What follows belongs to an exercise in optimizing a design on an open flow for small area; a production flow would make more cautious choices. Function was checked by simulation only, so behaviour that the tests miss may differ from the original. Power figures rest on the tool's default switching activity, not on a simulated workload.

==> flow/design.v (excerpt) <==
module edge_notify_backoff_logger (
	input  logic                  clk,
	input  logic                  arst_n,
	input  logic                  tick_valid,
	output logic                  tick_ready,
	input  logic [TIME_W-1:0]     tick_time_ms,
	input  logic                  tick_pin_level,
	output logic                  report_valid,
	input  logic                  report_ready,
	output logic                  report_type,
	output logic                  report_push_request,
	output logic                  report_led_state,
	output logic                  report_backoff_ended,
	output logic [CNT_W-1:0]      report_suppressed_count,
	output logic [CNT_W-1:0]      report_overrun_total,
	output logic [TIME_W-1:0]     report_log_time,
	output logic                  report_last,
	input  logic                  cfg_we,
	input  logic [CFG_IDX_W-1:0]  cfg_index,
	input  logic [CFG_DATA_W-1:0] cfg_data
);
Size in the first run: roughly 1000 cells after synthesis, roughly 370 flip-flops, roughly 130 I/O pins.
==> flow/config.mk <==
export PLATFORM = sky130hd
export DESIGN_NAME = edge_notify_backoff_logger
export DESIGN_NICKNAME = edge_notify_backoff_logger
export VERILOG_FILES = /design/flow/design.v
export SDC_FILE = /design/flow/constraint.sdc
export NUM_CORES = 4
export LEC_CHECK = 0
export CAP_MARGIN = 20
export CORE_MARGIN = 2
export CORE_UTILIZATION = 40
export CTS_BUF_LIST = sky130_fd_sc_hd__clkbuf_8 sky130_fd_sc_hd__clkbuf_16
export CTS_CLUSTER_DIAMETER = 60
export CTS_CLUSTER_SIZE = 20
export PLACE_DENSITY = 0.6
export SLEW_MARGIN = 20
==> flow/constraint.sdc <==
create_clock -name core_clock -period 8.0 [get_ports {clk}]
set_input_delay 1.6000 -clock core_clock [delete_from_list [all_inputs] [get_ports {clk}]]
set_output_delay 1.6000 -clock core_clock [all_outputs]
set_load 0.01 [all_outputs]
run.sh (not shown) runs the stock make flow with config.mk's settings and CLKGATE_MAP_FILE= SYNTH_SCRIPT=/design/flow/synth_recipe.tcl, a recipe that flattens the netlist after the stock synthesis.
Rerun with:
- CTS_BUF_LIST: sky130_fd_sc_hd__clkbuf_8 sky130_fd_sc_hd__clkbuf_16 -> unset
- CTS_CLUSTER_DIAMETER: 60 -> unset
- CTS_CLUSTER_SIZE: 20 -> unset
- synthesized cell count does not change
- area after synthesis does not change
- cell area increases by about 2.3%
- non-clock buffer count is unchanged
- wire length increases by about 1%
- sequential power is about the same
- utilization came out higher by 1.1 points
Rerun with:
==> flow/flow/run.sh (new file) <==
#!/bin/bash
# Own layout flow: the standard layout (standard.sh), with two changes to how
# the layout is built:
#  - the port buffers that buffer_ports inserts use the smallest buffer, buf_1;
#  - clock tree synthesis uses clkbuf_8/clkbuf_16 with larger sink clusters and
#    inserts no dummy loads.
# Everything else (synthesis, floorplan, power grid, placement, routing) is the
# standard flow. The make output goes to flow_make.log in the work folder; the
# ORFS tool logs stay under orfs/logs.
set -euo pipefail
export BUFFER_PORTS_ARGS="-buffer_cell sky130_fd_sc_hd__buf_1"
export CTS_ARGS="-sink_clustering_enable -repair_clock_nets -dont_use_dummy_load -buf_list {sky130_fd_sc_hd__clkbuf_16} -sink_clustering_size 30 -sink_clustering_max_diameter 80"
bash standard.sh > flow_make.log 2>&1
==> flow/standard.sh (new file) <==
#!/bin/bash
# synth_recipe.tcl (not shown) runs the flow's synth.tcl, then flattens the netlist and writes it again
# the make line also repeats each setting of config.mk as NAME=value (left out here)
make -C /OpenROAD-flow-scripts/flow DESIGN_CONFIG=/design/flow/config.mk WORK_HOME=/design/flow/orfs CLKGATE_MAP_FILE= SYNTH_SCRIPT=/design/flow/synth_recipe.tcl "${@:-finish}"
removed: flow/run.sh
Power is lower by 17%.
Routed wire length drops by about 2.3%.
Hold slack is worse by 0.036 ns.
Sequential share of layout area goes up by 5.6 points.
Clock power is lower by about 46%.
Setup slack improves by 0.067 ns.


edge_notify_backoff_logger, a different RTL version from the one above (not shown whole).
Size: about 1,000 cells after synthesis, about 370 flip-flops, about 130 I/O pins.
Design edge_notify_backoff_logger, start of the top module:
module edge_notify_backoff_logger (
	input  logic                  clk,
	input  logic                  arst_n,
	input  logic                  tick_valid,
	output logic                  tick_ready,
	input  logic [TIME_W-1:0]     tick_time_ms,
	input  logic                  tick_pin_level,
	output logic                  report_valid,
	input  logic                  report_ready,
	output logic                  report_type,
	output logic                  report_push_request,
	output logic                  report_led_state,
	output logic                  report_backoff_ended,
	output logic [CNT_W-1:0]      report_suppressed_count,
	output logic [CNT_W-1:0]      report_overrun_total,
	output logic [TIME_W-1:0]     report_log_time,
	output logic                  report_last,
	input  logic                  cfg_we,
	input  logic [CFG_IDX_W-1:0]  cfg_index,
	input  logic [CFG_DATA_W-1:0] cfg_data
);
export LEC_CHECK = 0
export CAP_MARGIN = 5
export CORE_MARGIN = 2
export CORE_UTILIZATION = 65
export PLACE_DENSITY = 0.75
export SLEW_MARGIN = 5
create_clock -name core_clock -period 8.0 [get_ports {clk}]
standard.sh (not shown) runs the stock make flow with config.mk's settings and CLKGATE_MAP_FILE= SYNTH_SCRIPT=/design/flow/synth_recipe.tcl, a recipe that flattens the netlist after the stock synthesis.
==> flow/flow/run.sh <==
#!/bin/bash
# Own layout flow: the standard layout (standard.sh), with two changes to how
# the layout is built:
#  - the port buffers that buffer_ports inserts use the smallest buffer, buf_1;
#  - clock tree synthesis uses clkbuf_16 with larger sink clusters (30 sinks,
#    80 um) and
#    inserts no dummy loads.
# Everything else (synthesis, floorplan, power grid, placement, routing) is the
# standard flow. The make output goes to flow_make.log in the work folder; the
# ORFS tool logs stay under orfs/logs.
set -euo pipefail
export BUFFER_PORTS_ARGS="-buffer_cell sky130_fd_sc_hd__buf_1"
export CTS_ARGS="-sink_clustering_enable -repair_clock_nets -dont_use_dummy_load -buf_list {sky130_fd_sc_hd__clkbuf_16} -sink_clustering_size 30 -sink_clustering_max_diameter 80"
bash standard.sh > flow_make.log 2>&1
Change:
--- a/flow/flow/run.sh
+++ b/flow/flow/run.sh
@@ -12,3 +12,3 @@
 export BUFFER_PORTS_ARGS="-buffer_cell sky130_fd_sc_hd__buf_1"
-export CTS_ARGS="-sink_clustering_enable -repair_clock_nets -dont_use_dummy_load -buf_list {sky130_fd_sc_hd__clkbuf_16} -sink_clustering_size 30 -sink_clustering_max_diameter 80"
+export CTS_ARGS="-sink_clustering_enable -repair_clock_nets -dont_use_dummy_load -buf_list {sky130_fd_sc_hd__clkbuf_8} -root_buf sky130_fd_sc_hd__clkbuf_8 -sink_clustering_buffer sky130_fd_sc_hd__clkbuf_16 -sink_clustering_size 30 -sink_clustering_max_diameter 80"
 bash standard.sh > flow_make.log 2>&1
Outcome:
- The changed run went through all stages and came out clean
- sequential power is about the same
- core utilization fell by 0.18 points
- combinational power is about the same
- final area hardly moves
- global-route usage barely changes
- power fell by 1.0%

## static timing again, ports no longer ideal
The flow's constraints put no driver on any port. The routed layouts listed below were extracted and timed again, unchanged, in two steps. Step 1, drivers: a clkbuf_16 drives clk and a buf_2 each remaining input, both assumed. Step 2 adds t to the input delays and takes it off the output delays; t is the mean of the earliest and latest rising clock arrival at the registers after step 1. Input paths then give back, and output paths get back, about the clock's delay inside the block. a / b / c = ideal / step 1 / step 2; a / b = the first two.
run | t (ns) | setup WS [ns] | hold WS [ns] | slew at the worst register clock pin (ns) | cell pins on the clock port's net
the first run of note 1 | 0.603 | 0.542 / 0.542 / 0.542 | 0.317 / 0.317 / 0.317 | 0.08 / 0.08 | 1
the second run of note 1 | 0.574 | 0.559 / 0.559 / 0.559 | 0.311 / 0.311 / 0.311 | 0.06 / 0.06 | 1
the third run of note 1 | 0.549 | 0.625 / 0.625 / 0.625 | 0.276 / 0.276 / 0.276 | 0.10 / 0.10 | 1
the first run of note 2 | 0.520 | 0.486 / 0.486 / 0.486 | 0.279 / 0.279 / 0.279 | 0.10 / 0.10 | 1
the second run of note 2 | 0.571 | 0.464 / 0.464 / 0.464 | 0.271 / 0.271 / 0.271 | 0.10 / 0.10 | 1
After both steps setup and hold are still met in every run listed.
